This design comes from an exercise in tuning for small area on the open sky130 flow, not from production work. RTL that was checked went through simulation tests only; none was proved equivalent to the original. For runs 4 to 6, only the layout was checked, not whether the RTL still works. Power figures rest on the tool's default switching activity, not on a simulated workload.

===== flow/config.mk =====
export PLATFORM = sky130hd
export DESIGN_NAME = mmu_top
export DESIGN_NICKNAME = mmu_top
export VERILOG_FILES = /design/flow/design.v
export SDC_FILE = /design/flow/constraint.sdc
export NUM_CORES = 4
export LEC_CHECK = 0
export CAP_MARGIN = 20
export CORE_MARGIN = 2
export CORE_UTILIZATION = 60
export CTS_BUF_LIST = sky130_fd_sc_hd__clkbuf_4
export SLEW_MARGIN = 20

===== flow/run.sh =====
#!/bin/bash
# synth_recipe.tcl (not shown) runs the flow's synth.tcl, then flattens the netlist and writes it again
# the make line also repeats each setting of config.mk as NAME=value (left out here)
make -C /OpenROAD-flow-scripts/flow DESIGN_CONFIG=/design/flow/config.mk WORK_HOME=/design/flow/orfs CLKGATE_MAP_FILE= SYNTH_SCRIPT=/design/flow/synth_recipe.tcl finish

===== flow/design.v =====
package mmu_pkg;
  typedef logic [39-1:0]    vaddr_t;
  typedef logic [56-1:0]    paddr_t;
  typedef logic [44-1:0]    ppn_t;
  typedef logic [39-13:0]   vpn_t;
  typedef enum logic [1:0] {
    PRIV_LVL_U = 2'b00,
    PRIV_LVL_S = 2'b01,
    PRIV_LVL_M = 2'b11
  } priv_lvl_t;
  typedef struct packed {
    logic [9:0] rsvd;
    ppn_t       ppn;
    logic [1:0] rsw;
    logic       d;
    logic       a;
    logic       g;
    logic       u;
    logic       x;
    logic       w;
    logic       r;
    logic       v;
  } pte_t;
  typedef struct packed {
    logic valid;
    vpn_t vpn;
    pte_t pte;
    logic is_2m;
    logic is_1g;
  } tlb_entry_t;
  typedef struct packed {
    logic hit;
    pte_t pte;
    logic is_2m;
    logic is_1g;
  } tlb_rsp_t;
  typedef enum logic [3:0] {
    EXC_INSTR_ACCESS_FAULT = 4'd1,
    EXC_INSTR_PAGE_FAULT   = 4'd12,
    EXC_LOAD_PAGE_FAULT    = 4'd13,
    EXC_STORE_PAGE_FAULT   = 4'd15
  } exc_cause_t;
  typedef struct packed {
    logic        valid;
    exc_cause_t  cause;
    logic [63:0] tval;
  } exc_t;
  typedef struct packed {
    logic   valid;
    vaddr_t vaddr;
  } walk_req_t;
  typedef struct packed {
    logic       done;
    logic       error;
    vaddr_t     vaddr;
    tlb_entry_t entry;
  } walk_rsp_t;
  typedef enum logic [1:0] {
    IDLE,
    READ,
    WAIT,
    DONE
  } ptw_state_t;
  function automatic paddr_t merge_paddr(ppn_t ppn, vaddr_t vaddr, logic is_2m, logic is_1g);
    paddr_t paddr;
    paddr = {ppn, vaddr[11:0]};
    if (is_2m) begin
      paddr[20:12] = vaddr[20:12];
    end
    if (is_1g) begin
      paddr[29:12] = vaddr[29:12];
    end
    merge_paddr = paddr;
  endfunction
endpackage
`timescale 1ns/100ps
module mmu_tlb #(
  parameter int unsigned PW = 2
) (
  input  logic          clk_i,
  input  logic          rst_ni,
  input  logic          flush_i,
  input  logic [26:0]   lu_vpn_i,
  output logic [3:0]    lu_match_o,
  output logic [43:0]   lu_ppn_o,
  output logic          lu_m1_o,      
  output logic          lu_m0_o,      
  output logic [PW-1:0] lu_perm_o,
  input  logic          wr_i,
  input  logic [26:0]   wr_vpn_i,
  input  logic [43:0]   wr_ppn_i,
  input  logic          wr_m1_i,
  input  logic          wr_m0_i,
  input  logic [PW-1:0] wr_perm_i
);
  logic [3:0]    valid_q;
  logic [1:0]    victim_q;
  logic [26:0]   vpn_q  [4];
  logic [43:0]   ppn_q  [4];
  logic [PW-1:0] perm_q [4];
  logic [3:0]    m1_q;
  logic [3:0]    m0_q;
  logic [3:0] sel;
  always_comb begin
    for (int i = 0; i < 4; i++) begin
      lu_match_o[i] = valid_q[i] && (vpn_q[i][26:18] == lu_vpn_i[26:18])
                      && (m1_q[i] || (vpn_q[i][17:9] == lu_vpn_i[17:9]))
                      && (m0_q[i] || (vpn_q[i][8:0] == lu_vpn_i[8:0]));
    end
    sel[3] = lu_match_o[3];
    sel[2] = lu_match_o[2] && !lu_match_o[3];
    sel[1] = lu_match_o[1] && !lu_match_o[2] && !lu_match_o[3];
    sel[0] = lu_match_o[0] && !lu_match_o[1] && !lu_match_o[2] && !lu_match_o[3];
    lu_ppn_o  = '0;
    lu_m1_o   = 1'b0;
    lu_m0_o   = 1'b0;
    lu_perm_o = '0;
    for (int i = 0; i < 4; i++) begin
      lu_ppn_o  = lu_ppn_o  | ({44{sel[i]}} & ppn_q[i]);
      lu_m1_o   = lu_m1_o   | (sel[i] & m1_q[i]);
      lu_m0_o   = lu_m0_o   | (sel[i] & m0_q[i]);
      lu_perm_o = lu_perm_o | ({PW{sel[i]}} & perm_q[i]);
    end
  end
  always_ff @(posedge clk_i or negedge rst_ni) begin
    if (!rst_ni) begin
      valid_q  <= '0;
      victim_q <= '0;
    end else if (flush_i) begin
      valid_q <= '0;
    end else if (wr_i) begin
      valid_q[victim_q] <= 1'b1;
      victim_q          <= victim_q + 1'b1;
    end
  end
  always_ff @(posedge clk_i) begin
    if (wr_i) begin
      vpn_q[victim_q]  <= wr_vpn_i;
      ppn_q[victim_q]  <= wr_ppn_i;
      perm_q[victim_q] <= wr_perm_i;
      m1_q[victim_q]   <= wr_m1_i;
      m0_q[victim_q]   <= wr_m0_i;
    end
  end
endmodule
`timescale 1ns/100ps
module mmu_top (
  input  logic      clk_i,
  input  logic      rst_ni,
  input  logic      enable_translation_i,
  input  logic      flush_tlb_i,
  input  mmu_pkg::ppn_t      satp_ppn_i,
  input  mmu_pkg::priv_lvl_t priv_lvl_i,
  input  mmu_pkg::priv_lvl_t ld_st_priv_lvl_i,
  input  logic      sum_i,
  input  logic      fetch_req_i,
  input  mmu_pkg::vaddr_t    fetch_vaddr_i,
  output logic      fetch_valid_o,
  output mmu_pkg::paddr_t    fetch_paddr_o,
  output mmu_pkg::exc_t      fetch_exc_o,
  input  logic      lsu_req_i,
  input  logic      lsu_is_store_i,
  input  mmu_pkg::vaddr_t    lsu_vaddr_i,
  output logic      lsu_dtlb_hit_o,
  output mmu_pkg::ppn_t      lsu_dtlb_ppn_o,
  output logic      lsu_valid_o,
  output mmu_pkg::paddr_t    lsu_paddr_o,
  output mmu_pkg::exc_t      lsu_exc_o,
  output logic      mem_req_o,
  output mmu_pkg::paddr_t    mem_addr_o,
  input  logic      mem_rvalid_i,
  input  mmu_pkg::pte_t      mem_rdata_i
);
  localparam logic [1:0] IDLE = 2'd0, READ = 2'd1, WAIT = 2'd2, DONE = 2'd3;
  logic        en;
  assign en = enable_translation_i;
  logic [1:0]  state_q;
  logic [1:0]  level_q;
  logic        owner_d_q;
  logic        err_q;
  logic [43:0] ppn_q;
  logic [3:0]  pbits_q;    
  logic [38:0] dva_q;
  logic        ireq, dreq, grant;
  logic [38:0] wva;
  logic [8:0]  vpn_idx;
  logic        pte_leaf, pte_fault;
  logic        idone, ddone;
  assign grant   = (state_q == IDLE) && (ireq || dreq);
  assign wva     = owner_d_q ? dva_q : fetch_vaddr_i;
  assign vpn_idx = (level_q == 2'd2) ? wva[38:30] :
                   (level_q == 2'd1) ? wva[29:21] : wva[20:12];
  assign mem_req_o  = (state_q == READ);
  assign mem_addr_o = {(level_q == 2'd2) ? satp_ppn_i : ppn_q, vpn_idx, 3'b000};
  always_comb begin
    pte_leaf  = mem_rdata_i.r || mem_rdata_i.x;
    pte_fault = !mem_rdata_i.v || (mem_rdata_i.w && !mem_rdata_i.r);
    if (pte_leaf) begin
      if (!mem_rdata_i.a) pte_fault = 1'b1;
      if (level_q == 2'd2 && mem_rdata_i.ppn[17:0] != '0) pte_fault = 1'b1;
      if (level_q == 2'd1 && mem_rdata_i.ppn[8:0] != '0) pte_fault = 1'b1;
    end else if (level_q == 2'd0) begin
      pte_fault = 1'b1;
    end
  end
  always_ff @(posedge clk_i or negedge rst_ni) begin
    if (!rst_ni) begin
      state_q <= IDLE;
    end else begin
      case (state_q)
        IDLE: if (ireq || dreq) state_q <= READ;
        READ: state_q <= WAIT;
        WAIT: if (mem_rvalid_i) state_q <= (pte_fault || pte_leaf) ? DONE : READ;
        default: state_q <= IDLE;
      endcase
    end
  end
  always_ff @(posedge clk_i) begin
    ppn_q   <= mem_rdata_i.ppn;
    pbits_q <= {mem_rdata_i.u, mem_rdata_i.x, mem_rdata_i.w && mem_rdata_i.d, mem_rdata_i.r};
    if (grant) begin
      level_q   <= 2'd2;
      owner_d_q <= dreq;
    end else if (state_q == WAIT && mem_rvalid_i) begin
      if (!pte_leaf && !pte_fault) level_q <= level_q - 1'b1;
      err_q <= pte_fault;
    end
    if (grant && dreq) begin
      dva_q <= lsu_vaddr_i;
    end
  end
  assign idone = (state_q == DONE) && !owner_d_q;
  assign ddone = (state_q == DONE) && owner_d_q;
  logic [3:0]  imatch, dmatch;
  logic [43:0] ippn, dppn;
  logic        im1, im0, dm1, dm0;
  logic [1:0]  iperm;    
  logic [2:0]  dperm;    
  mmu_tlb #(.PW(2)) i_itlb (
    .clk_i, .rst_ni, .flush_i(flush_tlb_i),
    .lu_vpn_i(fetch_vaddr_i[38:12]), .lu_match_o(imatch), .lu_ppn_o(ippn),
    .lu_m1_o(im1), .lu_m0_o(im0), .lu_perm_o(iperm),
    .wr_i(idone && !err_q), .wr_vpn_i(fetch_vaddr_i[38:12]),
    .wr_ppn_i(ppn_q), .wr_m1_i(level_q == 2'd2), .wr_m0_i(level_q != 2'd0),
    .wr_perm_i(pbits_q[3:2])
  );
  mmu_tlb #(.PW(3)) i_dtlb (
    .clk_i, .rst_ni, .flush_i(flush_tlb_i),
    .lu_vpn_i(lsu_vaddr_i[38:12]), .lu_match_o(dmatch), .lu_ppn_o(dppn),
    .lu_m1_o(dm1), .lu_m0_o(dm0), .lu_perm_o(dperm),
    .wr_i(ddone && !err_q), .wr_vpn_i(dva_q[38:12]),
    .wr_ppn_i(ppn_q), .wr_m1_i(level_q == 2'd2), .wr_m0_i(level_q != 2'd0),
    .wr_perm_i({pbits_q[3], pbits_q[1:0]})
  );
  function automatic logic [43:0] merge_ppn(logic [43:0] ppn, logic [38:0] va,
                                            logic m1, logic m0);
    merge_ppn = {ppn[43:18], ppn[17:9] | ({9{m1}} & va[29:21]),
                 ppn[8:0] | ({9{m0}} & va[20:12])};
  endfunction
  logic ihit, canonical, ipriv_err, ibad;
  assign ihit      = fetch_req_i && (imatch != '0);
  assign canonical = (fetch_vaddr_i[38] == fetch_vaddr_i[37]);
  assign ibad      = fetch_req_i && !canonical;
  assign ipriv_err = ((priv_lvl_i == mmu_pkg::PRIV_LVL_U) && !iperm[1])
                     || ((priv_lvl_i == mmu_pkg::PRIV_LVL_S) && iperm[1]);
  assign ireq      = en && !ibad && !ihit && fetch_req_i;
  always_comb begin
    fetch_valid_o     = fetch_req_i;
    fetch_exc_o.valid = 1'b0;
    if (en) begin
      if (ibad) begin
        fetch_valid_o     = 1'b1;
        fetch_exc_o.valid = 1'b1;
      end else if (ihit) begin
        fetch_exc_o.valid = !iperm[0] || ipriv_err;
      end else begin
        fetch_valid_o     = idone && err_q;
        fetch_exc_o.valid = idone && err_q;
      end
    end
  end
  assign fetch_exc_o.cause = canonical ? mmu_pkg::EXC_INSTR_PAGE_FAULT
                                       : mmu_pkg::EXC_INSTR_ACCESS_FAULT;
  assign fetch_exc_o.tval  = 64'(fetch_vaddr_i);
  assign fetch_paddr_o     = en ? {merge_ppn(ippn, fetch_vaddr_i, im1, im0), fetch_vaddr_i[11:0]}
                                : mmu_pkg::paddr_t'(fetch_vaddr_i);
  logic        dhit, dpriv_err, dperm_err;
  logic        valid_q, exc_q, store_q;
  logic [55:0] res_q;    
  assign dhit      = (dmatch != '0);
  assign dreq      = lsu_req_i && en && !dhit;
  assign dpriv_err = ((ld_st_priv_lvl_i == mmu_pkg::PRIV_LVL_S) && dperm[2] && !sum_i)
                     || ((ld_st_priv_lvl_i == mmu_pkg::PRIV_LVL_U) && !dperm[2]);
  assign dperm_err = dpriv_err || (lsu_is_store_i ? !dperm[1] : !dperm[0]);
  assign lsu_dtlb_hit_o = lsu_req_i && (!en || dhit);
  assign lsu_dtlb_ppn_o = en ? merge_ppn(dppn, lsu_vaddr_i, dm1, dm0)
                             : mmu_pkg::ppn_t'(lsu_vaddr_i[38:12]);
  always_ff @(posedge clk_i or negedge rst_ni) begin
    if (!rst_ni) begin
      valid_q <= 1'b0;
    end else begin
      valid_q <= lsu_dtlb_hit_o;
    end
  end
  always_ff @(posedge clk_i) begin
    exc_q   <= en && dperm_err;
    store_q <= lsu_is_store_i;
    res_q   <= {(en && (!dhit || dperm_err)) ? mmu_pkg::ppn_t'(lsu_vaddr_i[38:12])
                                            : lsu_dtlb_ppn_o,
                lsu_vaddr_i[11:0]};
  end
  assign lsu_valid_o       = valid_q || (ddone && err_q);
  assign lsu_exc_o.valid   = (valid_q && exc_q) || (ddone && err_q);
  assign lsu_exc_o.cause   = store_q ? mmu_pkg::EXC_STORE_PAGE_FAULT : mmu_pkg::EXC_LOAD_PAGE_FAULT;
  assign lsu_exc_o.tval    = 64'((valid_q && exc_q) ? res_q[38:0] : dva_q);
  assign lsu_paddr_o       = res_q;
endmodule

===== flow/constraint.sdc =====
create_clock -name core_clock -period 8.5 [get_ports {clk_i}]
set_input_delay 1.7000 -clock core_clock [delete_from_list [all_inputs] [get_ports {clk_i}]]
set_output_delay 1.7000 -clock core_clock [all_outputs]
set_load 0.01 [all_outputs]

==> run notes, run 1 <==
- In this run the tightest slew margin relative to its limit is 0.255.
- The worst hold path class is reg -> reg.
- The total track usage is 0.314.
- The final instance area is 38700 sq um.
- The count of maximum capacitance violations is 0.
- The number of enable-type register cells in the synthesized netlist is 645.
- Setup repair after global routing left no endpoint under its margin.
- The post-detailed-route via-to-cell ratio is 5.85.
- The worst register-to-register path begins at i_dtlb.vpn_q[2][8].
- Across the routed clock network, the largest skew measured is 0.0484 ns.
- The root buffer cell chosen for the clock tree is clkbuf_4.
- For this run, the register share of the synthesized area comes to 0.696.
- For this run, design rule violations remaining after detail routing come to 0.
- Across all register-to-register paths, the minimum setup slack is 3.80 ns.
- The post-detailed-routing wire length is 85.9 mm.
- Dividing total power by cell area gives a power density of 218 nW/um^2.
- The overall die area is 54300 sq um.
- After clock tree synthesis, the clock-pin slew on the worst setup and hold paths is 0.06 ns.
- For hold timing, the worst endpoint is i_dtlb.perm_q[2][1].
- The analysis attributes to cell leakage a power of 0.0132 uW.
- The clock buffer count from CTS is 186.
- The number of antenna violations at the first check in global routing is 3.
- The clock passes through at most 3 buffers.
- The routed length per placed instance is 24.2 um.
- In this run the critical register-to-register path is captured at res_q[53].
- The number of core rows is 83.
- The setup TNS after final layout is 0 ns.
- The number of nets with antenna violations after routing is 0.
- The number of instances in the synthesized netlist is 2214.
- The fraction of post-synthesis cell area in the top cell type by area is 0.615.
- The via count of the first global-routing pass is 20000.
- The number of different library cells used by synthesis comes to 60.
- The count of pins over their slew limit is 0.
- The largest net degree at the start of global routing is 97.
- The worst setup path is captured at a primary output.
- The startpoint kind of the worst setup timing path is an input port.
- The number of nets in the layout is 2918.
- The largest vdd supply drop is 123 uV.
- STA puts the critical path data required time at 6.80 ns.
- Buffers inserted to repair hold after CTS numbered 0.
- The starting utilization of the core area is 0.610.
- The synthesized area divided by synthesized cell count is 14.2 sq um.
- Of all flip-flops after synthesis, the portion carrying an async set or reset was 0.0195.
- The floorplan step defined a core boundary enclosing 51600 sq um.
- TritonCTS built the clock tree.
- The final standard cell utilization of the core is 0.749.
- The hold violation total from the final report is 0.
- The placed instances occupy a cell area of 36200 sq um.
- The cell type with the largest total area after synthesis is edfxtp_1.
- The die outline width is 233 um.
- The worst hold path passes through 0 cells.
- The via count is 20800.
- The maximum achievable frequency is 0.126 GHz.
- The share of post-route cells with drive strength above 1 is 0.167.
- The maximum fanout along the worst path is 44.
- The global placement routability congestion is 0.911.
- The ratio of final minimum period to clock period is 0.931.
- The sum of net half-perimeters after detailed placement is 56.4 mm.
- The DRC violation total after the first TritonRoute iteration is 1928.
- In the post-synthesis netlist, the biggest area contributors are edfxtp_1, dfxtp_1, mux2_2.
- The fill cell total of the finished layout is 3400.
- The final number of setup-violating endpoints is 0.
- The die height is 233 um.
- The pre-antenna-repair detailed-routing pass consisted of 5 iterations.
- Data on the critical path arrives at its endpoint at 6.21 ns.
- The cell area after technology mapping is 31500 sq um.
- Among all flip-flop cells after synthesis, the most frequent one is edfxtp_1.
- During placement, the flow inserted port buffers numbering 446.
- The remaining global-route overflow is 0.
- The worst setup path is of the in -> out kind.
- CTS built an H-tree with a depth of 4.
- The first global-routing pass estimated 124 mm of wire.
- Counting cells, the worst reg-to-reg path comes to 10.
- The worst hold path begins at pbits_q[1].
- Clock latency on the worst-skew pair, taken at its later pin, is 1.03 ns.
- The number of warning messages in the yosys log is 5.
- The run finished with no timing, DRC or antenna violations.
- The slew of the pin with the lowest slew margin is 1.11 ns.
- The number of post-CTS setup repair buffers is 0.
- The synthesized design contains 768 register bits.
- The CTS sink count is 768.
- The worst hold slack is 0.496 ns.
- For this design the top-level I/O count stands at 553.
- The post-cts repair resize count is 0.
- The minimum clock period after layout is 7.91 ns.
- The area added between synthesis and finish is 22.9%.
==> how the worst max path moves through the flow <==
stage / from / to
after floorplan: lsu_vaddr_i[18] / dva_q[0]
after global placement: fetch_vaddr_i[38] / fetch_paddr_o[14]
after detailed placement: fetch_vaddr_i[38] / fetch_paddr_o[14]
after CTS: fetch_vaddr_i[38] / fetch_paddr_o[14]
after global routing: fetch_vaddr_i[38] / fetch_paddr_o[14]
final: fetch_vaddr_i[38] / fetch_paddr_o[14]
==> cell families (layout without fill, tap and decap cells) <==
kind of cell    after synthesis  after routing  synth area share
other cells                   2             58          0.000239
mux                         125            125            0.0475
compound gates              330            330            0.0715
xor+xnor                    220            220            0.0612
simple gates                466            466            0.0693
fa+ha+maj                    13             13           0.00517
buf+inv                     290            890            0.0493
flops                       768            768             0.696
==> power breakdown <==
part           total (uW)  switching (uW)  internal, uW
logic                1090             541           548
clock network        2990            1440          1550
registers            4350             134          4220
total                8430            2120          6310
==> placed cells by master (no fill, tap or decap), types with 64 or more instances in the layout <==
cell / netlist / layout
a21oi_1: 126 / 126
a221oi_1: 79 / 79
nor2_1: 70 / 70
nand2_1: 151 / 150
nand3_1: 101 / 101
edfxtp_1: 645 / 645
clkdlybuf4s50_1: 0 / 446
clkbuf_4: 0 / 274
mux2_2: 92 / 92
xor2_1: 118 / 118
clkinv_1: 0 / 64
dfxtp_1: 108 / 108
xnor2_1: 102 / 102
==> metal layers <==
| layer | routed length, um | vias to the layer above | global-route usage |
|---|---|---|---|
| li1 | - | 9220 | - |
| met1 | 33300 | 10200 | 0.420 |
| met2 | 40300 | 1185 | 0.477 |
| met3 | 8930 | 167 | 0.0958 |
| met4 | 3320 | 2 | 0.143 |
| met5 | 13 | - | 0 |
==> flip-flops by register name, indices dropped and copies added, names as in the netlist, 8 cells and up <==
| register | flops |
|---|---|
| dva_q | 39 |
| i_itlb.ppn_q | 176 |
| i_itlb.perm_q | 8 |
| i_dtlb.vpn_q | 108 |
| ppn_q | 44 |
| i_dtlb.ppn_q | 176 |
| i_dtlb.perm_q | 12 |
| i_itlb.vpn_q | 108 |
| res_q | 56 |
==> area by class of cell <==
class	count	area, sq um	area share
Tap cell	680	851	0.0220
Timing Repair Buffer	510	5080	0.131
Multi-Input combinational cell	1211	8320	0.215
Sequential cell	768	21900	0.566
Clock inverter	77	348	0.00899
Clock buffer	274	2060	0.0532
Antenna cell	1	2.50	0.0000647
Inverter	29	111	0.00288
==> cell usage after synthesis, types with 28 or more instances <==
cell      number
a21oi_1      126
a221oi_1      79
buf_1         31
buf_4        111
clkbuf_1      92
dfxtp_1      108
edfxtp_1     645
inv_1         28
mux2_2        92
nand2_1      151
nand3_1      101
nor2_1        70
nor3_1        53
nor4_1        28
o21ai_0       32
xnor2_1      102
xor2_1       118
==> worst max-delay path, cell delays in order <==
cell,delay [ns]
clkdlybuf4s50_1,0.98
xnor2_1,0.19
nand4_1,0.15
or3_1,0.44
nor3_1,0.31
nor4b_2,0.42
buf_12,0.31
a21oi_1,0.11
o21ai_1,0.39
nand2_1,0.23
o21ai_0,0.31
clkdlybuf4s50_1,0.66
==> through the flow <==
step | power, uW | instances | setup slack (ns)
floorplan | 4980 | 2269 | 2.24
global placement | 5490 | 3193 | 0.713
detailed placement | 5510 | 3194 | 0.621
CTS | 8480 | 3545 | 0.611
global route | 8750 | 3550 | 0.420
finish | 8430 | 3550 | 0.589
==> run 2: changes to the inputs <==
--- a/flow/config.mk
+++ b/flow/config.mk
@@ -9,4 +9,3 @@
 export CORE_MARGIN = 2
-export CORE_UTILIZATION = 60
-export CTS_BUF_LIST = sky130_fd_sc_hd__clkbuf_4
+export CORE_UTILIZATION = 40
 export SLEW_MARGIN = 20
==> run notes, run 2 <==
- The flow ran to the end and the layout has no timing, DRC or antenna violations.
- The critical path data arrival time is 6.09 ns (-0.12 ns).
- The maximum achievable frequency came to 0.128 GHz (+1.6%).
- The hold violation total from the final report is 0 (unchanged).
- TritonCTS built the clock tree.
- The sum of net half-perimeters after detailed placement was 64.9 mm (+15%).
- The number of instances in the synthesized netlist is 2214 (unchanged).
- The number of nets with antenna violations after routing is 0 (unchanged).
- The post-detailed-routing wire length is 94.2 mm (+9.7%).
- The switching power is 2180 uW (+2.9%).
- The number of post-CTS setup repair buffers is 0 (unchanged).
- The via count was 19900 (-4.3%).
- The deepest level of the CTS H-tree is 3 (-1).
- The cell area after technology mapping is 31500 sq um (unchanged).
- The root buffer cell chosen for the clock tree is clkbuf_16.
- Compared with the post-synthesis result, the final layout area differs by 24.8%.
- The fraction of post-synthesis cell area in the top cell type by area was 0.615 (unchanged).
- The global-route wire length before repair was 136 mm (+10%).
- The remaining global-route overflow is 0 (unchanged).
- The final number of setup-violating endpoints is 0 (unchanged).
- The count of maximum capacitance violations is 0 (unchanged).
- The CTS sink count was 768 (unchanged).
- The total design power is 9010 uW (+6.8%).
- The clock insertion delay at the later pin of the skew report is 0.62 ns (-0.41 ns).
- The largest vdd supply drop is 155 uV (+26%).
- The I/O pin total is 553 (unchanged).
- In this run the worst hold path is classified as reg -> reg.
- The post-placement worst setup slack is 0.737 ns (+0.116 ns).
- The setup TNS after final layout is 0 ns (unchanged).
- The share of synthesized flip-flops with an asynchronous set or reset came to 0.0195 (unchanged).
- The DRC violation total after the first TritonRoute iteration is 1750 (-9.2%).
- The fill cell total of the finished layout is 6534 (+92%).
- The count of pins over their slew limit is 0 (unchanged).
- The part of the Yosys area used for sequential elements is 0.696 (unchanged).
- The number of port buffers came to 446 (unchanged).
- The area taken by flip-flops and latches is 21900 sq um (unchanged).
- The count of different cell masters after synthesis was 60 (unchanged).
- The worst setup path is captured at a primary output.
- The fraction of power spent switching nets came to 0.242 (-0.00932).
- The remaining design rule violation count is 0 (unchanged).
- The number of synthesized register bits was 768 (unchanged).
- Setup repair after global routing left no endpoint under its margin.
- The sequential power share is 0.484 (-0.032).
- The post-detailed-route via-to-cell ratio is 5.36 (-8.4%).
- The slew of the pin with the lowest slew margin is 1.07 ns (-0.0391 ns).
- The number of nets in the layout was 2811 (-3.7%).
- The most instantiated library cell after synthesis is edfxtp_1.
- The largest net degree at the start of global routing is 97 (unchanged).
- The startpoint kind of the worst setup timing path is an input port.
- The largest registers in the layout are i_dtlb.ppn_q (176), i_itlb.ppn_q (176).
- The number of antenna violations at the first check in global routing is 8 (+5).
- The maximum fanout along the worst path was 28 (-36%).
- The area of the core came to 77700 sq um (+51%).
- The biggest area contributor in the post-synthesis netlist is edfxtp_1.
- The type of the setup path with the least slack is in -> out.
- The post-cts repair resize count was 0 (unchanged).
- The ratio of final minimum period to clock period is 0.916 (-0.0146).
- In the layout the commonest cells are edfxtp_1, clkdlybuf4s50_1, nand2_1, a21oi_1, xor2_1.
- Counting instances in the post-synthesis netlist gives the leading cell types as edfxtp_1, nand2_1, a21oi_1.
- The final worst clock skew was 0.0179 ns (-0.0306 ns).
- By area the synthesized netlist is led by edfxtp_1, dfxtp_1, mux2_2.
- The static power due to leakage came to 0.0130 uW (-1.4%).
- The largest buffer count on any clock path came to 3 (unchanged).
- The starting utilization of the core area is 0.405 (-0.205).
- The most common cell after layout, fill and taps aside is edfxtp_1.
- The share of total power in the clock network is 0.392 (+0.037).
- The routed length per placed instance is 25.4 um (+5.0%).
- The total track usage is 0.229 (-0.0856).
- The required time of the critical path came to 6.80 ns (about the same).
- The design internal power is 6830 uW (+8.2%).
- The number of hold buffers added after cts came to 0 (unchanged).
- The number of warning messages in the yosys log is 5 (unchanged).
- The final instance area was 39300 sq um (+1.6%).
- The power density over the cells was 229 nW/um^2 (+5.2%).
- The overall die area is 81000 sq um (+49%).
- The share of power burned in combinational logic is 0.124 (-0.005).
- The synthesized area divided by synthesized cell count is 14.2 sq um (unchanged).
- The minimum clock period after layout is 7.79 ns (-0.124 ns).
- The placed standard-cell area is 36600 sq um (+1.2%).
- The die height is 285 um (+22%).
- The clock input transition at the sequential cells of the worst setup and hold paths was 0.05 ns (about the same).
- The total area of multi-input combinational cells was 8330 sq um (about the same).
- The clock buffer count from CTS came to 84 (-55%).
- The length of the first detailed-routing pass in iterations is 6 (+1).
- The die outline width is 285 um (+22%).
- The max-slew headroom at the worst pin is 0.279 (+0.0236).
- The number of core rows is 102 (+23%).
- The setup slack of the critical path after layout is 0.713 ns (+0.124 ns).
- The prevailing post-synth register cell is edfxtp_1.
- The number of enable-type register cells in the synthesized netlist was 645 (unchanged).
- The via count of the first global-routing pass is 19600 (-2.0%).
- The share of post-route cells with drive strength above 1 is 0.112 (-0.0542).
- The global placement routability congestion is 0.871 (-4.4%).
-- run 2: cell counts after synthesis --
Identical to the previous run, type by type.
-- run 2: critical path: stages --
cell	delay, ns
clkdlybuf4s50_1	0.72
xor2_1	0.29
nor4_1	0.40
a41oi_1	0.32
nor3_1	0.34
nor4b_4	0.39
buf_4	0.44
a221oi_1	0.22
o21ai_0	0.57
clkdlybuf4s50_1	0.66
-- run 2: power groups by stage --
stage	Combinational (uW)	Sequential, uW	Clock (uW)
5_1_grt	1200	4370	3750
3_3_place_gp	1110	4440	0
4_1_cts	1130	4360	3600
2_1_floorplan	601	4380	0
3_5_place_dp	1120	4440	0
6_report	1120	4360	3530
-- run 2: per-layer routing --
layer	GRT usage	up-vias	routed length, um
met5	0	-	44
met4	0.0636	6	2410
met3	0.0473	149	6960
met2	0.385	863	46100
met1	0.300	9988	38800
li1	-	8867	-
-- run 2: final cells by class --
class / count / share of cell area
well taps: 1040 / 0.0331
flip-flops and latches: 768 / 0.557
clock inverters: 45 / 0.0103
clock buffers: 111 / 0.0576
diodes: 1 / 0.0000637
repair buffers: 505 / 0.127
multi-input cells: 1211 / 0.212
inverters: 29 / 0.00283
-- run 2: through the flow --
stage               instances  hold slack (ns)   util
finish                   3710            0.509  0.506
CTS                      3708            0.502  0.505
global placement         3552            0.479  0.471
global route             3709            0.527  0.506
detailed placement       3552            0.481  0.471
floorplan                2269            0.438      -
-- run 2: cells by family (layout without fill, tap and decap cells) --
family / count (synthesis) / in the layout / synth area share
AOI/OAI and AO/OA: 330 / 330 / 0.0715
xor gates and xnor gates: 220 / 220 / 0.0612
adders and majority gates: 13 / 13 / 0.00517
buffers and inverters: 290 / 690 / 0.0493
DFF: 768 / 768 / 0.696
muxes: 125 / 125 / 0.0475
other: 2 / 58 / 0.000239
and+or+nand+nor: 466 / 466 / 0.0693
-- run 2: worst paths after layout --
path	startpoint	to	slack, ns	cells past startpoint
worst max-delay path	fetch_vaddr_i[21]	fetch_paddr_o[35]	0.71	10
worst min-delay path	i_itlb.valid_q[2]	i_itlb.valid_q[2]	0.51	2
worst max register to register	i_dtlb.vpn_q[2][24]	res_q[25]	3.74	11
worst min register to register	i_itlb.valid_q[2]	i_itlb.valid_q[2]	0.51	2
max in group asynchronous	rst_ni	i_dtlb.victim_q[1]	6.26	1
min in group asynchronous	rst_ni	state_q[1]	1.63	1
==> run 3: changes to the inputs <==
==> flow/flow/run.sh (new file) <==
#!/bin/bash
# Standard layout, with the smallest buffer on the ports and no dummy clock loads.
set -euo pipefail
export BUFFER_PORTS_ARGS="-buffer_cell sky130_fd_sc_hd__buf_1"
export CTS_ARGS="-sink_clustering_enable -repair_clock_nets -dont_use_dummy_load"
bash standard.sh > standard_flow.log 2>&1
==> flow/standard.sh (new file) <==
#!/bin/bash
# synth_recipe.tcl (not shown) runs the flow's synth.tcl, then flattens the netlist and writes it again
# the make line also repeats each setting of config.mk as NAME=value (left out here)
make -C /OpenROAD-flow-scripts/flow DESIGN_CONFIG=/design/flow/config.mk WORK_HOME=/design/flow/orfs CLKGATE_MAP_FILE= SYNTH_SCRIPT=/design/flow/synth_recipe.tcl "${@:-finish}"
removed: flow/run.sh
==> run notes, run 3 <==
- The run finished with no timing, DRC or antenna violations.
- The critical path data arrival time is 5.40 ns (-0.69 ns).
- The via count is 19600 (-1.2%).
- The share of synthesized flip-flops with an asynchronous set or reset is 0.0195 (unchanged).
- The routed length per placed instance is 25.4 um (about the same).
- The worst hold slack is 0.503 ns (-0.00616 ns).
- The cell area after technology mapping is 31500 sq um (unchanged).
- The total track usage is 0.227 (-0.00148).
- The first element of the critical path is lsu_vaddr_i[34].
- The basic-gate share of the synthesized area counting and, or, nand and nor cells is 0.0693 (unchanged).
- The adder-cell share of the synthesized area is 0.00517 (unchanged).
- The library cells used most frequently in the layout, excluding fill and tap cells, are edfxtp_1, buf_1, nand2_1, a21oi_1, xor2_1.
- The minimum clock period after layout came to 7.10 ns (-0.684 ns).
- The CTS sink count is 768 (unchanged).
- By instance count, the leading cell after synthesis is edfxtp_1.
- The worst hold path class is reg -> reg.
- The share of post-route cells with drive strength above 1 is 0.112 (-0.000570).
- The area of the core is 77700 sq um (unchanged).
- The I/O pin total was 553 (unchanged).
- The deepest level of the CTS H-tree is 3 (unchanged).
- The number of nets in the layout is 2834 (+0.82%).
- The clock buffer count from CTS is 84 (unchanged).
- The prevailing post-synth register cell is edfxtp_1.
- Leaving out fill and tap cells, the most frequent cell in the layout is edfxtp_1.
- The main combinational cell family by area after synthesis is compound AO/OA/AOI/OAI gates.
- TritonCTS built the clock tree.
- The total area of multi-input combinational cells is 8320 sq um (about the same).
- The count of pins over their slew limit is 0 (unchanged).
- The area added between synthesis and finish is 14.5%.
- The mux cell area share after synthesis is 0.0475 (unchanged).
- The remaining design rule violation count is 0 (unchanged).
- The DRC violation total after the first TritonRoute iteration was 1482 (-15%).
- The number of instances in the synthesized netlist is 2214 (unchanged).
- The post-detailed-route via-to-cell ratio is 5.36 (about the same).
- The post-detailed-routing wire length is 93.1 mm (-1.2%).
- The required time of the critical path is 6.80 ns (about the same).
- The post-cts repair resize count is 0 (unchanged).
- The clock input transition at the sequential cells of the worst setup and hold paths is 0.05 ns (about the same).
- The setup slack of the most critical reg-to-reg path is 3.55 ns (-0.19 ns).
- The static power due to leakage was 0.0117 uW (-10%).
- In this run the clock root is driven by a clkbuf_16.
- The fill cell total of the finished layout came to 6849 (+4.8%).
- The fraction of post-synthesis cell area in the top cell type by area is 0.615 (unchanged).
- The number of port buffers is 446 (unchanged).
- The endpoint class of the critical path is a primary output.
- The number of antenna violations at the first check in global routing is 12 (+4).
- In the post-synthesis netlist, the biggest area contributors are edfxtp_1, dfxtp_1, mux2_2.
- In this run the most critical hold path is launched from i_itlb.valid_q[3].
- The ratio of final minimum period to clock period was 0.836 (-0.0805).
- The number of hold buffers added after cts is 0 (unchanged).
- The die height was 285 um (unchanged).
- The number of synthesized register bits is 768 (unchanged).
- The startpoint kind of the worst setup timing path is an input port.
- The final standard cell utilization of the core is 0.464 (-0.0417).
- The largest vdd supply drop is 125 uV (-19%).
- The number of post-CTS setup repair buffers is 0 (unchanged).
- The die outline width came to 285 um (unchanged).
- The remaining global-route overflow is 0 (unchanged).
- The clock insertion delay at the later pin of the skew report is 0.62 ns (about the same).
- The final number of setup-violating endpoints came to 0 (unchanged).
- The global placement routability congestion is 0.871 (about the same).
- The length of the first detailed-routing pass in iterations is 5 (-1).
- The synthesized area divided by synthesized cell count was 14.2 sq um (unchanged).
- The number of core rows was 102 (unchanged).
- The setup TNS after final layout was 0 ns (unchanged).
- The overall die area is 81000 sq um (unchanged).
- The number of nets with antenna violations after routing is 0 (unchanged).
- The launch point of the worst reg-to-reg path is i_dtlb.vpn_q[2][24].
- The type of the setup path with the least slack is in -> out.
- The post-placement worst setup slack is 1.41 ns (+0.673 ns).
- The maximum achievable frequency is 0.141 GHz (+9.6%).
- The slew of the pin with the lowest slew margin was 1.10 ns (+0.0242 ns).
- The share of the synthesized area in compound gates (AO/OA/AOI/OAI) is 0.0715 (unchanged).
- The cell type with the largest total area after synthesis is edfxtp_1.
- The number of enable-type register cells in the synthesized netlist is 645 (unchanged).
- The count of different cell masters after synthesis was 60 (unchanged).
- The number of cells after detailed placement came to 3576 (+0.68%).
- The via count of the first global-routing pass is 19600 (-0.37%).
- The sum of net half-perimeters after detailed placement was 64.0 mm (-1.4%).
- The global-route wire length before repair is 135 mm (-0.69%).
- The non-filler instance count after layout is 3664 (-1.2%).
- The setup slack of the critical path after layout is 1.40 ns (+0.684 ns).
- The starting utilization of the core area is 0.405 (unchanged).
- The final worst clock skew came to 0.0457 ns (+0.0278 ns).
- In the final layout, the registers with the most flip-flops are i_dtlb.ppn_q (176), i_itlb.ppn_q (176).
- The power density over the cells came to 230 nW/um^2 (+0.40%).
- The largest net degree at the start of global routing is 97 (unchanged).
- The count of maximum capacitance violations is 0 (unchanged).
- The maximum fanout along the worst path is 32 (+14%).
- The area taken by flip-flops and latches is 21900 sq um (unchanged).
- The part of the Yosys area used for sequential elements came to 0.696 (unchanged).
- After synthesis, the most frequently instantiated cells are edfxtp_1, nand2_1, a21oi_1.
- The hold violation total from the final report is 0 (unchanged).
- Setup repair after global routing left no endpoint under its margin.
- The largest buffer count on any clock path is 3 (unchanged).
- The max-slew headroom at the worst pin is 0.268 (-0.0113).
- The share of the synthesized netlist area taken by xor and xnor gates came to 0.0612 (unchanged).
- The number of warning messages in the yosys log is 5 (unchanged).
-- run 3: changes by cell type in the layout (fill, tap and decap cells not counted), sizes merged --
cell / change
buf: +469
clkinvlp: -5
inv: -4
diode: +3
clkdlybuf4s50: -446
clkinv: -30
clkbuf: -27
bufinv: -6
-- run 3: final cells by class --
class	instances	share of cell area
Timing Repair Buffer	528	0.0639
Tap cell	1040	0.0361
Multi-Input combinational cell	1211	0.231
Sequential cell	768	0.608
Antenna cell	4	0.000278
Clock buffer	84	0.0583
Inverter	29	0.00309
-- run 3: per-layer routing --
layer  track usage  vias to the layer above  routed length, um
li1              -                     8824                  -
met1         0.293                     9878              37900
met2         0.385                      773              45800
met3        0.0490                      150               6730
met4        0.0666                        8               2590
met5             0                        -                 55
-- run 3: kinds of logic (layout without fill, tap and decap cells) --
family,count (synthesis),count (layout)
buffers and inverters,290,641
XOR/XNOR,220,220
AND/OR/NAND/NOR,466,466
adder cells (fa/ha/maj),13,13
flip-flops,768,768
multiplexers,125,125
AO/OA/AOI/OAI,330,330
other,2,61
-- run 3: final timing paths --
path | to | cells after the start
min in group asynchronous | state_q[1] | 2
hold reg to reg | i_itlb.valid_q[3] | 2
hold / removal | i_itlb.valid_q[3] | 2
max in group asynchronous | valid_q | 2
setup reg to reg | res_q[28] | 11
setup / recovery | lsu_dtlb_ppn_o[11] | 11
-- run 3: power breakdown --
group | leakage [uW] | internal, uW | switching (uW)
Combinational | 0.00376 | 337 | 576
Sequential | 0.00691 | 4230 | 133
Clock | 0.00104 | 1720 | 1310
Total | 0.0117 | 6290 | 2020
-- run 3: critical path: stages --
cell and delay [ns]:
buf_1 0.45, xor2_1 0.14, nor4_1 0.42, nand4_1 0.36, or3_2 0.86, buf_4 0.38, nand3_1 0.15, a21oi_1 0.07
a221oi_1 0.46, o2bb2ai_1 0.19, buf_1 0.18
-- run 3: stage by stage --
step | total power [uW] | cell area [sq um]
after global routing | 8590 | 36000
after CTS | 8380 | 36000
after detailed placement | 5350 | 33900
final | 8300 | 36100
after floorplan | 4980 | 31700
after global placement | 5330 | 33900
==> run 4: changes to the inputs <==
--- a/flow/design.v
+++ b/flow/design.v
@@ -82,7 +82,6 @@
   input  logic          flush_i,
+  input  logic          en_i,         
   input  logic [26:0]   lu_vpn_i,
   output logic [3:0]    lu_match_o,
-  output logic [43:0]   lu_ppn_o,
-  output logic          lu_m1_o,      
-  output logic          lu_m0_o,      
+  output logic [43:0]   lu_ppn_o,     
   output logic [PW-1:0] lu_perm_o,
@@ -100,7 +99,9 @@
   logic [PW-1:0] perm_q [4];
-  logic [3:0]    m1_q;
   logic [3:0]    m0_q;
-  logic [3:0] sel;
+  logic [3:0]    m1_q;
+  logic [3:0] sel, xsel;
+  logic       m1, m0;
   always_comb begin
     for (int i = 0; i < 4; i++) begin
+      m1_q[i] = m0_q[i] && vpn_q[i][0];
       lu_match_o[i] = valid_q[i] && (vpn_q[i][26:18] == lu_vpn_i[26:18])
@@ -113,12 +114,17 @@
     sel[0] = lu_match_o[0] && !lu_match_o[1] && !lu_match_o[2] && !lu_match_o[3];
-    lu_ppn_o  = '0;
-    lu_m1_o   = 1'b0;
-    lu_m0_o   = 1'b0;
+    xsel      = sel & {4{en_i}};
+    m1        = 1'b0;
+    m0        = 1'b0;
     lu_perm_o = '0;
+    lu_ppn_o  = {17'b0, lu_vpn_i[26:18] & {9{!en_i}}, lu_vpn_i[17:0]};
     for (int i = 0; i < 4; i++) begin
-      lu_ppn_o  = lu_ppn_o  | ({44{sel[i]}} & ppn_q[i]);
-      lu_m1_o   = lu_m1_o   | (sel[i] & m1_q[i]);
-      lu_m0_o   = lu_m0_o   | (sel[i] & m0_q[i]);
+      m1        = m1 | (xsel[i] & m1_q[i]);
+      m0        = m0 | (xsel[i] & m0_q[i]);
       lu_perm_o = lu_perm_o | ({PW{sel[i]}} & perm_q[i]);
     end
+    lu_ppn_o[17:9] = lu_ppn_o[17:9] & {9{!en_i || m1}};
+    lu_ppn_o[8:0]  = lu_ppn_o[8:0] & {9{!en_i || m0}};
+    for (int i = 0; i < 4; i++) begin
+      lu_ppn_o = lu_ppn_o | ({44{xsel[i]}} & ppn_q[i]);
+    end
   end
@@ -137,6 +143,5 @@
     if (wr_i) begin
-      vpn_q[victim_q]  <= wr_vpn_i;
+      vpn_q[victim_q]  <= {wr_vpn_i[26:1], wr_m0_i ? wr_m1_i : wr_vpn_i[0]};
       ppn_q[victim_q]  <= wr_ppn_i;
       perm_q[victim_q] <= wr_perm_i;
-      m1_q[victim_q]   <= wr_m1_i;
       m0_q[victim_q]   <= wr_m0_i;
@@ -235,3 +240,2 @@
   logic [43:0] ippn, dppn;
-  logic        im1, im0, dm1, dm0;
   logic [1:0]  iperm;    
@@ -239,5 +243,5 @@
   mmu_tlb #(.PW(2)) i_itlb (
-    .clk_i, .rst_ni, .flush_i(flush_tlb_i),
+    .clk_i, .rst_ni, .flush_i(flush_tlb_i), .en_i(en),
     .lu_vpn_i(fetch_vaddr_i[38:12]), .lu_match_o(imatch), .lu_ppn_o(ippn),
-    .lu_m1_o(im1), .lu_m0_o(im0), .lu_perm_o(iperm),
+    .lu_perm_o(iperm),
     .wr_i(idone && !err_q), .wr_vpn_i(fetch_vaddr_i[38:12]),
@@ -247,5 +251,5 @@
   mmu_tlb #(.PW(3)) i_dtlb (
-    .clk_i, .rst_ni, .flush_i(flush_tlb_i),
+    .clk_i, .rst_ni, .flush_i(flush_tlb_i), .en_i(en),
     .lu_vpn_i(lsu_vaddr_i[38:12]), .lu_match_o(dmatch), .lu_ppn_o(dppn),
-    .lu_m1_o(dm1), .lu_m0_o(dm0), .lu_perm_o(dperm),
+    .lu_perm_o(dperm),
     .wr_i(ddone && !err_q), .wr_vpn_i(dva_q[38:12]),
@@ -254,7 +258,2 @@
   );
-  function automatic logic [43:0] merge_ppn(logic [43:0] ppn, logic [38:0] va,
-                                            logic m1, logic m0);
-    merge_ppn = {ppn[43:18], ppn[17:9] | ({9{m1}} & va[29:21]),
-                 ppn[8:0] | ({9{m0}} & va[20:12])};
-  endfunction
   logic ihit, canonical, ipriv_err, ibad;
@@ -284,4 +283,3 @@
   assign fetch_exc_o.tval  = 64'(fetch_vaddr_i);
-  assign fetch_paddr_o     = en ? {merge_ppn(ippn, fetch_vaddr_i, im1, im0), fetch_vaddr_i[11:0]}
-                                : mmu_pkg::paddr_t'(fetch_vaddr_i);
+  assign fetch_paddr_o     = {ippn, fetch_vaddr_i[11:0]};
   logic        dhit, dpriv_err, dperm_err;
@@ -295,4 +293,3 @@
   assign lsu_dtlb_hit_o = lsu_req_i && (!en || dhit);
-  assign lsu_dtlb_ppn_o = en ? merge_ppn(dppn, lsu_vaddr_i, dm1, dm0)
-                             : mmu_pkg::ppn_t'(lsu_vaddr_i[38:12]);
+  assign lsu_dtlb_ppn_o = dppn;
   always_ff @(posedge clk_i or negedge rst_ni) begin
==> flow/flow/run.sh (replaced) <==
#!/bin/bash
# Standard layout, with the smallest buffer on the ports, no dummy clock loads
# and larger clock sink clusters.
set -euo pipefail
export BUFFER_PORTS_ARGS="-buffer_cell sky130_fd_sc_hd__buf_1"
export CTS_ARGS="-sink_clustering_enable -repair_clock_nets -dont_use_dummy_load -buf_list sky130_fd_sc_hd__clkbuf_8 -sink_clustering_size 20 -sink_clustering_max_diameter 40"
bash standard.sh > standard_flow.log 2>&1
==> run notes, run 4 <==
- The run finished with no timing, DRC or antenna violations.
- The sequential power share is 0.573 (+0.048).
- The clock insertion delay at the later pin of the skew report came to 0.73 ns (+0.11 ns).
- By instance count, the leading cell after synthesis is edfxtp_1.
- The switching power was 1870 uW (-7.2%).
- The area added between synthesis and finish is 12.6%.
- The number of hold buffers added after cts is 0 (unchanged).
- The fraction of power spent switching nets is 0.249 (+0.00663).
- The area of the core is 75900 sq um (-2.3%).
- The number of post-CTS setup repair buffers is 0 (unchanged).
- The synthesized area divided by synthesized cell count is 15.0 sq um (+5.5%).
- The remaining design rule violation count is 0 (unchanged).
- The global placement routability congestion is 0.824 (-5.4%).
- The remaining global-route overflow is 0 (unchanged).
- The DRC violation total after the first TritonRoute iteration is 1341 (-9.5%).
- By area the synthesized netlist is led by edfxtp_1, dfxtp_1, xor2_1.
- The share of synthesized flip-flops with an asynchronous set or reset is 0.0197 (+0.000206).
- The via count of the first global-routing pass was 18300 (-6.6%).
- The post-cts repair resize count is 0 (unchanged).
- The startpoint kind of the worst setup timing path is an input port.
- The slew of the pin with the lowest slew margin is 1.06 ns (-0.0378 ns).
- The largest registers in the layout are i_dtlb.ppn_q (176), i_itlb.ppn_q (176).
- The launch point of the worst reg-to-reg path is i_dtlb.vpn_q[0][17].
- The most common cell after layout, fill and taps aside is edfxtp_1.
- The minimum clock period after layout is 7.41 ns (+0.305 ns).
- The count of pins over their slew limit came to 0 (unchanged).
- By count the netlist is led by edfxtp_1, nand2_1, xor2_1.
- The design internal power is 5630 uW (-10%).
- The number of antenna violations at the first check in global routing came to 10 (-2).
- In this run the critical register-to-register path is captured at res_q[30].
- The source of the worst hold timing path is pbits_q[0].
- The number of instances in the synthesized netlist is 2044 (-7.7%).
- The final standard cell utilization of the core is 0.455 (-0.00924).
- The worst hold path class is reg -> reg.
- The static power due to leakage was 0.0117 uW (about the same).
- The sink of the worst hold path is i_dtlb.perm_q[2][0].
- The clock root buffer is clkbuf_8.
- The area taken by flip-flops and latches came to 21700 sq um (-1.1%).
- The instance count along the most critical hold path came to 0 (-2).
- The number of port buffers is 446 (unchanged).
- The share of post-route cells with drive strength above 1 is 0.122 (+0.00975).
- The fraction of post-synthesis cell area in the top cell type by area is 0.624 (+0.00851).
- The routed length per placed instance is 24.6 um (-3.4%).
- The number of nets in the layout was 2698 (-4.8%).
- The setup TNS after final layout is 0 ns (unchanged).
- The post-detailed-routing wire length came to 86.4 mm (-7.3%).
- The maximum achievable frequency is 0.135 GHz (-4.1%).
- The fill cell total of the finished layout came to 6733 (-1.7%).
- The cell type with the largest total area after synthesis is edfxtp_1.
- The critical path data arrival time was 5.71 ns (+0.31 ns).
- The sum of net half-perimeters after detailed placement is 59.3 mm (-7.4%).
- The cell depth of the worst flop-to-flop path is 11 (unchanged).
- The post-detailed-route via-to-cell ratio is 5.23 (-2.3%).
- The part of the Yosys area used for sequential elements is 0.706 (+0.0106).
- The TritonCTS clock tree is built.
- The global-route wire length before repair is 122 mm (-9.5%).
- The type of the setup path with the least slack is in -> out.
- The CTS sink count came to 760 (-1.0%).
- The cell area after technology mapping was 30700 sq um (-2.6%).
- The number of synthesized register bits was 760 (-1.0%).
- The hold violation total from the final report was 0 (unchanged).
- The die height was 281 um (-1.3%).
- The largest buffer count on any clock path came to 3 (unchanged).
- The die outline width came to 281 um (-1.3%).
- The largest vdd supply drop is 127 uV (+1.8%).
- The overall die area is 78900 sq um (-2.5%).
- The count of maximum capacitance violations is 0 (unchanged).
- The prevailing post-synth register cell is edfxtp_1.
- The maximum fanout along the worst path is 45 (+41%).
- The final number of setup-violating endpoints is 0 (unchanged).
- The total area of multi-input combinational cells is 7800 sq um (-6.2%).
- The count of different cell masters after synthesis was 68 (+13%).
- The max-slew headroom at the worst pin came to 0.287 (+0.0198).
- The total track usage is 0.214 (-0.0134).
- The required time of the critical path is 6.80 ns (about the same).
- The deepest level of the CTS H-tree is 3 (unchanged).
- The number of enable-type register cells in the synthesized netlist is 637 (-1.2%).
- The share of total power in the clock network was 0.316 (-0.049).
- The number of nets with antenna violations after routing came to 0 (unchanged).
- The clock buffer count from CTS is 111 (+32%).
- The length of the first detailed-routing pass in iterations is 6 (+1).
- The largest net degree at the start of global routing is 65 (-33%).
- The final worst clock skew was 0.0947 ns (+0.0490 ns).
- The starting utilization of the core area is 0.404 (-0.00127).
- The number of warning messages in the yosys log was 5 (unchanged).
- In the layout the commonest cells are edfxtp_1, buf_1, nand2_1, xor2_1, clkbuf_8.
- STA classifies the critical path endpoint as a primary output.
- The total design power came to 7500 uW (-9.7%).
- The clock input transition at the sequential cells of the worst setup and hold paths is 0.06 ns (about the same).
- The setup slack of the most critical reg-to-reg path is 4.40 ns (+0.85 ns).
- The power density over the cells was 217 nW/um^2 (-5.7%).
- The via count is 18400 (-6.2%).
- The ratio of final minimum period to clock period is 0.871 (+0.0359).
- Setup repair after global routing left no endpoint under its margin.
- The number of core rows is 101 (-0.98%).
- The I/O pin total was 553 (unchanged).
- The share of power burned in combinational logic is 0.111 (about the same).
==> run 4: routing by layer <==
metal	share of wire	wire, um	up-vias	global-route usage
li1	-	-	8265	-
met1	0.41	35600	9253	0.274
met2	0.49	42100	740	0.360
met3	0.071	6130	148	0.0421
met4	0.030	2570	6	0.0795
met5	0.00039	34	-	0
==> run 4: final cells by class <==
cell class | count | share of cell area
Antenna cell | 4 | 0.000290
Clock buffer | 111 | 0.0442
Inverter | 30 | 0.00326
Multi-Input combinational cell | 1080 | 0.226
Sequential cell | 760 | 0.627
Tap cell | 1030 | 0.0373
Timing Repair Buffer | 503 | 0.0615
==> run 4: critical path: stages <==
cell and delay (ns):
buf_1 0.52, xor2_1 0.15, nor4_1 0.46, a31oi_1 0.16
o22ai_1 0.35, nand4_1 0.19, nor4_1 0.47, and2_2 0.25
buf_4 0.51, a21o_1 0.51, a221o_1 0.24, buf_1 0.16
==> run 4: cells by family after synthesis <==
logic type,count (synthesis),synth area share
compound gates,259,0.0662
xor+xnor,220,0.0628
buf+inv,259,0.0485
mux,122,0.0481
flops,760,0.706
simple gates,409,0.0623
other cells,2,0.000245
fa+ha+maj,13,0.00530
==> run 4: how the worst max path moves through the flow <==
stage	from	endpoint	slack (ns)
2_1_floorplan	lsu_vaddr_i[26]	dva_q[0]	2.41
3_5_place_dp	fetch_vaddr_i[29]	fetch_paddr_o[14]	0.95
5_1_grt	fetch_vaddr_i[29]	fetch_paddr_o[20]	0.80
4_1_cts	fetch_vaddr_i[29]	fetch_paddr_o[14]	0.95
3_3_place_gp	lsu_vaddr_i[27]	lsu_dtlb_ppn_o[12]	0.88
6_report	fetch_vaddr_i[29]	fetch_paddr_o[14]	1.09
==> run 4: per-stage QoR <==
step	setup slack [ns]	cells	instance area [sq um]	hold slack (ns)
after global placement	0.883	3402	33000	0.444
after global routing	0.803	3516	34500	0.498
after floorplan	2.41	2099	30900	0.438
after CTS	0.948	3513	34500	0.476
after detailed placement	0.954	3402	33000	0.460
final	1.09	3518	34500	0.474
==> run 4: power by group through the flow <==
stage / combinational (uW) / clock (uW) / sequential, uW
after global placement: 832 / 0 / 4360
after global routing: 910 / 2570 / 4310
final: 836 / 2370 / 4290
after detailed placement: 846 / 0 / 4370
after floorplan: 566 / 0 / 4330
after CTS: 850 / 2440 / 4290
==> run 5: changes to the inputs <==
==> flow/flow/run.sh (replaced) <==
#!/bin/bash
# Standard layout, with the smallest buffer on the ports, no dummy clock loads
# and larger clock sink clusters.
set -euo pipefail
export BUFFER_PORTS_ARGS="-buffer_cell sky130_fd_sc_hd__buf_1"
export CTS_ARGS="-sink_clustering_enable -repair_clock_nets -dont_use_dummy_load -buf_list sky130_fd_sc_hd__clkbuf_16 -sink_clustering_size 30 -sink_clustering_max_diameter 60"
bash standard.sh > standard_flow.log 2>&1
==> run notes, run 5 <==
- The flow ran to the end and the layout has no timing, DRC or antenna violations.
- Setup repair after global routing left no endpoint under its margin.
- The deepest level of the CTS H-tree is 2 (-1).
- The largest vdd supply drop was 153 uV (+20%).
- The post-detailed-routing wire length was 85.4 mm (-1.2%).
- The sink of the worst hold path is i_dtlb.perm_q[1][0].
- In the synthesized netlist, the cells that appear most often are edfxtp_1, nand2_1, xor2_1.
- The die outline width was 281 um (unchanged).
- The number of enable-type register cells in the synthesized netlist is 637 (unchanged).
- The number of port buffers is 446 (unchanged).
- The largest net degree at the start of global routing is 65 (unchanged).
- The number of warning messages in the yosys log is 5 (unchanged).
- The largest buffer count on any clock path is 3 (unchanged).
- The cell depth of the worst flop-to-flop path is 11 (unchanged).
- The number of post-CTS setup repair buffers is 0 (unchanged).
- The fraction of post-synthesis cell area in the top cell type by area came to 0.624 (unchanged).
- The setup TNS after final layout is 0 ns (unchanged).
- The max-slew headroom at the worst pin is 0.272 (-0.0154).
- The hold violation total from the final report is 0 (unchanged).
- The cell area after technology mapping is 30700 sq um (unchanged).
- The worst hold path class is reg -> reg.
- The starting utilization of the core area is 0.404 (unchanged).
- The ratio of final minimum period to clock period is 0.877 (+0.00537).
- The overall die area is 78900 sq um (unchanged).
- The global placement routability congestion was 0.824 (unchanged).
- The remaining design rule violation count was 0 (unchanged).
- The worst register-to-register path begins at i_dtlb.vpn_q[0][17].
- The clock buffer count from CTS is 57 (-49%).
- The endpoint class of the critical path is a primary output.
- The clock root buffer is clkbuf_16.
- In the layout the commonest cells are edfxtp_1, buf_1, nand2_1, xor2_1, dfxtp_1.
- The via count was 18100 (-1.7%).
- The worst hold slack came to 0.475 ns (+0.000983 ns).
- The non-filler instance count after layout came to 3463 (-1.6%).
- The number of nets with antenna violations after routing came to 0 (unchanged).
- The length of the first detailed-routing pass in iterations is 6 (unchanged).
- The prevailing post-synth register cell is edfxtp_1.
- The slew of the pin with the lowest slew margin came to 1.08 ns (+0.0229 ns).
- The count of pins over their slew limit is 0 (unchanged).
- The sum of net half-perimeters after detailed placement was 59.3 mm (unchanged).
- The number of core rows is 101 (unchanged).
- TritonCTS built the clock tree.
- The maximum fanout along the worst path is 45 (unchanged).
- The final standard cell utilization of the core is 0.453 (-0.00137).
- The part of the Yosys area used for sequential elements is 0.706 (unchanged).
- The power density over the cells is 217 nW/um^2 (about the same).
- The area of the core is 75900 sq um (unchanged).
- The longest individual stage delay on the worst path is 0.52 ns (about the same).
- The count of different cell masters after synthesis is 68 (unchanged).
- The startpoint kind of the worst setup timing path is an input port.
- The instance count along the most critical hold path was 0 (unchanged).
- The synthesized area divided by synthesized cell count is 15.0 sq um (unchanged).
- The remaining global-route overflow is 0 (unchanged).
- The critical path data arrival time was 5.75 ns (+0.04 ns).
- The number of hold buffers added after cts came to 0 (unchanged).
- The post-cts repair resize count was 0 (unchanged).
- Sorting the synthesized cells by area gives the leading types as edfxtp_1, dfxtp_1, xor2_1.
- The minimum clock period after layout is 7.45 ns (+0.0457 ns).
- The count of maximum capacitance violations is 0 (unchanged).
- The most instantiated library cell after synthesis is edfxtp_1.
- The number of nets in the layout was 2644 (-2.0%).
- In this run the most critical hold path is launched from pbits_q[0].
- The required time of the critical path is 6.80 ns (about the same).
- The library cell used most frequently in the layout, excluding fill and tap cells, is edfxtp_1.
- The via count of the first global-routing pass came to 17700 (-3.0%).
- The total track usage is 0.212 (-0.00209).
- The cell type with the largest total area after synthesis is edfxtp_1.
- The routed length per placed instance is 24.6 um (+0.40%).
- The signal on the critical path passes through buf_1 > xor2_1 > nor4_1 > a31oi_1 > o22ai_1 > nand4_1 > nor4_1 > and2_2 > buf_4 > a21o_1 > a221o_1 > buf_1.
- The CTS sink count is 760 (unchanged).
- The global-route wire length before repair came to 121 mm (-0.91%).
- The number of instances in the synthesized netlist was 2044 (unchanged).
- The number of antenna violations at the first check in global routing came to 6 (-4).
- The clock input transition at the sequential cells of the worst setup and hold paths came to 0.07 ns (about the same).
- The slowest stage of the critical path belongs to the cell buf_1.
- The share of post-route cells with drive strength above 1 was 0.102 (-0.0195).
- The post-detailed-route via-to-cell ratio is 5.23 (-0.13%).
- The final number of setup-violating endpoints came to 0 (unchanged).
- The maximum achievable frequency came to 0.134 GHz (-0.61%).
- The die height is 281 um (unchanged).
- The DRC violation total after the first TritonRoute iteration is 1340 (-0.075%).
- The largest registers in the layout are i_dtlb.ppn_q (176), i_itlb.ppn_q (176).
- The final worst clock skew is 0.0603 ns (-0.0343 ns).
- The static power due to leakage is 0.0116 uW (-0.82%).
- The share of synthesized flip-flops with an asynchronous set or reset is 0.0197 (unchanged).
- The setup slack of the most critical reg-to-reg path was 4.38 ns (-0.02 ns).
- The I/O pin total is 553 (unchanged).
- The type of the setup path with the least slack is in -> out.
- The area growth from synthesis to layout is 12.3%.
- In this run the critical register-to-register path is captured at res_q[30].
- The number of synthesized register bits was 760 (unchanged).
- The number of cells after detailed placement is 3402 (unchanged).
- The clock insertion delay at the later pin of the skew report is 0.65 ns (-0.08 ns).
run 5: cell types whose count changed in the layout (fill, tap and decap cells not counted), sizes merged:
| cell | change |
|---|---|
| clkbuf | -54 |
| diode | -1 |
run 5: layout make-up:
class | instances | area [sq um]
inverter | 30 | 113
sequential | 760 | 21700
tap | 1030 | 1290
clock buffer | 57 | 1430
multi-input combinational | 1080 | 7800
timing repair buffer | 503 | 2120
antenna | 3 | 7.51
fill | 6699 | 41500
run 5: worst max path at each step:
stage	from	to	depth (start not counted)
global route	fetch_vaddr_i[29]	fetch_paddr_o[20]	12
finish	fetch_vaddr_i[29]	fetch_paddr_o[19]	12
CTS	fetch_vaddr_i[29]	fetch_paddr_o[14]	12
floorplan	lsu_vaddr_i[26]	dva_q[0]	10
global placement	lsu_vaddr_i[27]	lsu_dtlb_ppn_o[12]	12
detailed placement	fetch_vaddr_i[29]	fetch_paddr_o[14]	12
run 5: critical path, delay by kind of cell:
family / cells / cell delay, ns
compound gates: 4 / 1.28
buf+inv: 3 / 1.20
xor+xnor: 1 / 0.15
simple gates: 4 / 1.39
run 5: through the flow:
| stage | total power, uW | worst slack [ns] | instance area [sq um] |
|---|---|---|---|
| global placement | 5200 | 0.883 | 33000 |
| floorplan | 4890 | 2.41 | 30900 |
| global route | 7760 | 0.805 | 34400 |
| detailed placement | 5220 | 0.954 | 33000 |
| CTS | 7560 | 0.956 | 34400 |
| finish | 7480 | 1.05 | 34400 |
run 5: routing by layer:
layer | part of all wire | vias to the layer above | track usage
met1 | 0.41 | 9120 | 0.277
li1 | - | 8165 | -
met4 | 0.030 | 4 | 0.0653
met3 | 0.072 | 122 | 0.0405
met5 | 0.00023 | - | 0
met2 | 0.49 | 690 | 0.357
run 5: logic make-up after synthesis:
kind of cell,Yosys count,share of synthesized area
and+or+nand+nor,409,0.0623
DFF,760,0.706
buffers and inverters,259,0.0485
xor gates and xnor gates,220,0.0628
muxes,122,0.0481
adders and majority gates,13,0.00530
other,2,0.000245
AOI/OAI and AO/OA,259,0.0662
run 5: report_power, final:
group	switching [uW]	leakage [uW]	internal, uW
clock	1180	0.000702	1170
sequential	115	0.00683	4170
combinational	525	0.00407	312
==> run 6: changes to the inputs <==
==> flow/flow/run.sh (replaced) <==
#!/bin/bash
# Standard layout, with the smallest buffer on the ports, no dummy clock loads
# and larger clock sink clusters.
set -euo pipefail
export BUFFER_PORTS_ARGS="-buffer_cell sky130_fd_sc_hd__buf_1"
export CTS_ARGS="-sink_clustering_enable -repair_clock_nets -dont_use_dummy_load -buf_list sky130_fd_sc_hd__clkbuf_16 -sink_clustering_size 32 -sink_clustering_max_diameter 60"
bash standard.sh > standard_flow.log 2>&1
--- a/flow/config.mk
+++ b/flow/config.mk
@@ -9,3 +9,3 @@
 export CORE_MARGIN = 2
-export CORE_UTILIZATION = 40
+export CORE_UTILIZATION = 70
 export SLEW_MARGIN = 20
==> run notes, run 6 <==
- Yosys instantiated no cell more often than edfxtp_1.
- The clock input transition at the sequential cells of the worst setup and hold paths is 0.10 ns (+0.03 ns).
- The number of nets in the layout is 2620 (-0.91%).
- The number of hold buffers added after cts is 0 (unchanged).
- The DRC violation total after the first TritonRoute iteration is 2155 (+61%).
- The maximum fanout along the worst path is 23 (-49%).
- The setup path with the least slack is of type in -> out.
- The via count came to 18600 (+2.5%).
- The setup slack of the most critical reg-to-reg path is 4.06 ns (-0.32 ns).
- The fill cell total of the finished layout is 2684 (-60%).
- The worst setup path is launched from an input port.
- The number of enable-type register cells in the synthesized netlist is 637 (unchanged).
- Setup repair after global routing left no endpoint under its margin.
- The largest buffer count on any clock path is 3 (unchanged).
- The deepest level of the CTS H-tree is 2 (unchanged).
- The number of instances in the synthesized netlist is 2044 (unchanged).
- The top cell types in the final layout, fill and taps aside, are edfxtp_1, buf_1, nand2_1, xor2_1, dfxtp_1.
- The overall die area is 45500 sq um (-42%).
- The count of different cell masters after synthesis is 68 (unchanged).
- The cell type with the largest total area after synthesis is edfxtp_1.
- The run finished with no timing, DRC or antenna violations.
- The die outline width is 213 um (-24%).
- The TritonCTS clock tree is built.
- The number of antenna violations at the first check in global routing came to 1 (-5).
- The length of the first detailed-routing pass in iterations is 6 (unchanged).
- The minimum clock period after layout is 7.42 ns (-0.0340 ns).
- The endpoint class of the critical path is a primary output.
- The power density over the cells came to 211 nW/um^2 (-2.8%).
- The max-slew headroom at the worst pin is 0.260 (-0.0116).
- The clock buffer count from CTS came to 42 (-26%).
- The die height is 213 um (-24%).
- The commonest cells after synthesis are edfxtp_1, nand2_1, xor2_1.
- The hold violation total from the final report is 0 (unchanged).
- The area taken by flip-flops and latches was 21700 sq um (unchanged).
- The global-route wire length before repair is 107 mm (-11%).
- The post-cts repair resize count came to 0 (unchanged).
- The number of post-CTS setup repair buffers is 0 (unchanged).
- The starting utilization of the core area is 0.710 (+0.307).
- The number of cells after detailed placement is 2946 (-13%).
- The number of synthesized register bits is 760 (unchanged).
- The part of the Yosys area used for sequential elements is 0.706 (unchanged).
- The final worst clock skew is 0.0521 ns (-0.00822 ns).
- The largest vdd supply drop is 183 uV (+20%).
- The number of warning messages in the yosys log is 5 (unchanged).
- The critical path data arrival time is 5.72 ns (-0.03 ns).
- The cell area after technology mapping is 30700 sq um (unchanged).
- The setup TNS after final layout is 0 ns (unchanged).
- The number of nets with antenna violations after routing came to 0 (unchanged).
- The total track usage is 0.328 (+0.116).
- The remaining design rule violation count is 0 (unchanged).
- The total area of multi-input combinational cells came to 7810 sq um (about the same).
- The required time of the critical path came to 6.80 ns (about the same).
- The share of post-route cells with drive strength above 1 is 0.0935 (-0.00854).
- The clock insertion delay at the later pin of the skew report is 0.61 ns (-0.04 ns).
- The static power due to leakage is 0.0114 uW (-1.9%).
- The antenna diode count came to 0 (-3).
- The maximum achievable frequency came to 0.135 GHz (+0.46%).
- The slew of the pin with the lowest slew margin is 1.11 ns (+0.0257 ns).
- The routed length per placed instance came to 25.2 um (+2.2%).
- The via count of the first global-routing pass is 17300 (-2.4%).
- The I/O pin total came to 553 (unchanged).
- The prevailing post-synth register cell is edfxtp_1.
- The synthesized area divided by synthesized cell count is 15.0 sq um (unchanged).
- The global placement routability congestion was 0.942 (+14%).
- Compared with the post-synthesis result, the final layout area differs by 9.10%.
- The post-detailed-routing wire length is 75.3 mm (-12%).
- The largest net degree at the start of global routing is 75 (+15%).
- By area the synthesized netlist is led by edfxtp_1, dfxtp_1, xor2_1.
- The remaining global-route overflow came to 0 (unchanged).
- The count of maximum capacitance violations is 0 (unchanged).
- The non-filler instance count after layout was 2991 (-14%).
==> run 6: cell counts after synthesis <==
No cell type changed its count.
==> run 6: per-stage QoR <==
stage                     total power [uW]  utilization  area, sq um  worst slack, ns  hold WS, ns
after floorplan                       4890            -        30900             2.41        0.438
after global placement                5150        0.749        32300             1.20        0.450
after detailed placement              5180        0.749        32300             1.14        0.469
after CTS                             7070        0.773        33400             1.11        0.479
after global routing                  7280        0.775        33500            0.912        0.478
final                                 7070        0.775        33500             1.08        0.482
==> run 6: report_power, final <==
part           total (uW)  internal (uW)  switching [uW]  leakage (uW)
combinational         819            311             508       0.00404
sequential           4280           4170             113       0.00683
clock                1960            881            1080      0.000518
total                7070           5360            1700        0.0114
==> run 6: critical path, stage by stage <==
cell	delay, ns
buf_1	0.65
xnor2_1	0.17
nand3_1	0.17
nor3_1	0.07
a32oi_1	0.48
nor2_1	0.09
buf_4	0.23
nor4_1	0.49
and2_2	0.63
nand3_1	0.14
nand3_1	0.41
a221o_1	0.30
buf_1	0.16
==> run 6: logic make-up after synthesis <==
group	Yosys count	synth area share
AO/OA/AOI/OAI	259	0.0662
adder cells (fa/ha/maj)	13	0.00530
multiplexers	122	0.0481
AND/OR/NAND/NOR	409	0.0623
XOR/XNOR	220	0.0628
flip-flops	760	0.706
other	2	0.000245
buffers and inverters	259	0.0485
==> run 6: worst paths after layout <==
check	start	to	depth (start not counted)
max	fetch_vaddr_i[26]	fetch_paddr_o[27]	13
max in group asynchronous	rst_ni	valid_q	1
min in group asynchronous	rst_ni	i_dtlb.valid_q[0]	1
max reg2reg	i_dtlb.vpn_q[3][17]	res_q[13]	11
min reg2reg	pbits_q[1]	i_dtlb.perm_q[3][1]	0
min	pbits_q[1]	i_dtlb.perm_q[3][1]	0
==> run 6: routing by layer <==
metal,part of all wire,vias to the layer above,track usage
met3,0.090,136,0.0446
li1,-,8115,-
met5,0.00025,-,0
met1,0.40,9243,0.475
met4,0.035,2,0.123
met2,0.48,1060,0.517
==> run 6: cell type report <==
class / instances / area share
Clock buffer: 42 / 0.0314
Tap cell: 585 / 0.0219
Multi-Input combinational cell: 1080 / 0.233
Sequential cell: 760 / 0.648
Timing Repair Buffer: 494 / 0.0624
Inverter: 30 / 0.00337

Setup slack of run 6, layout unchanged: 1.081 ns with ideal ports, 1.054 ns with driving cells assumed (clock clkbuf_16, inputs buf_2), 1.054 ns with port delays also shifted by the 0.641 ns mid clock arrival.
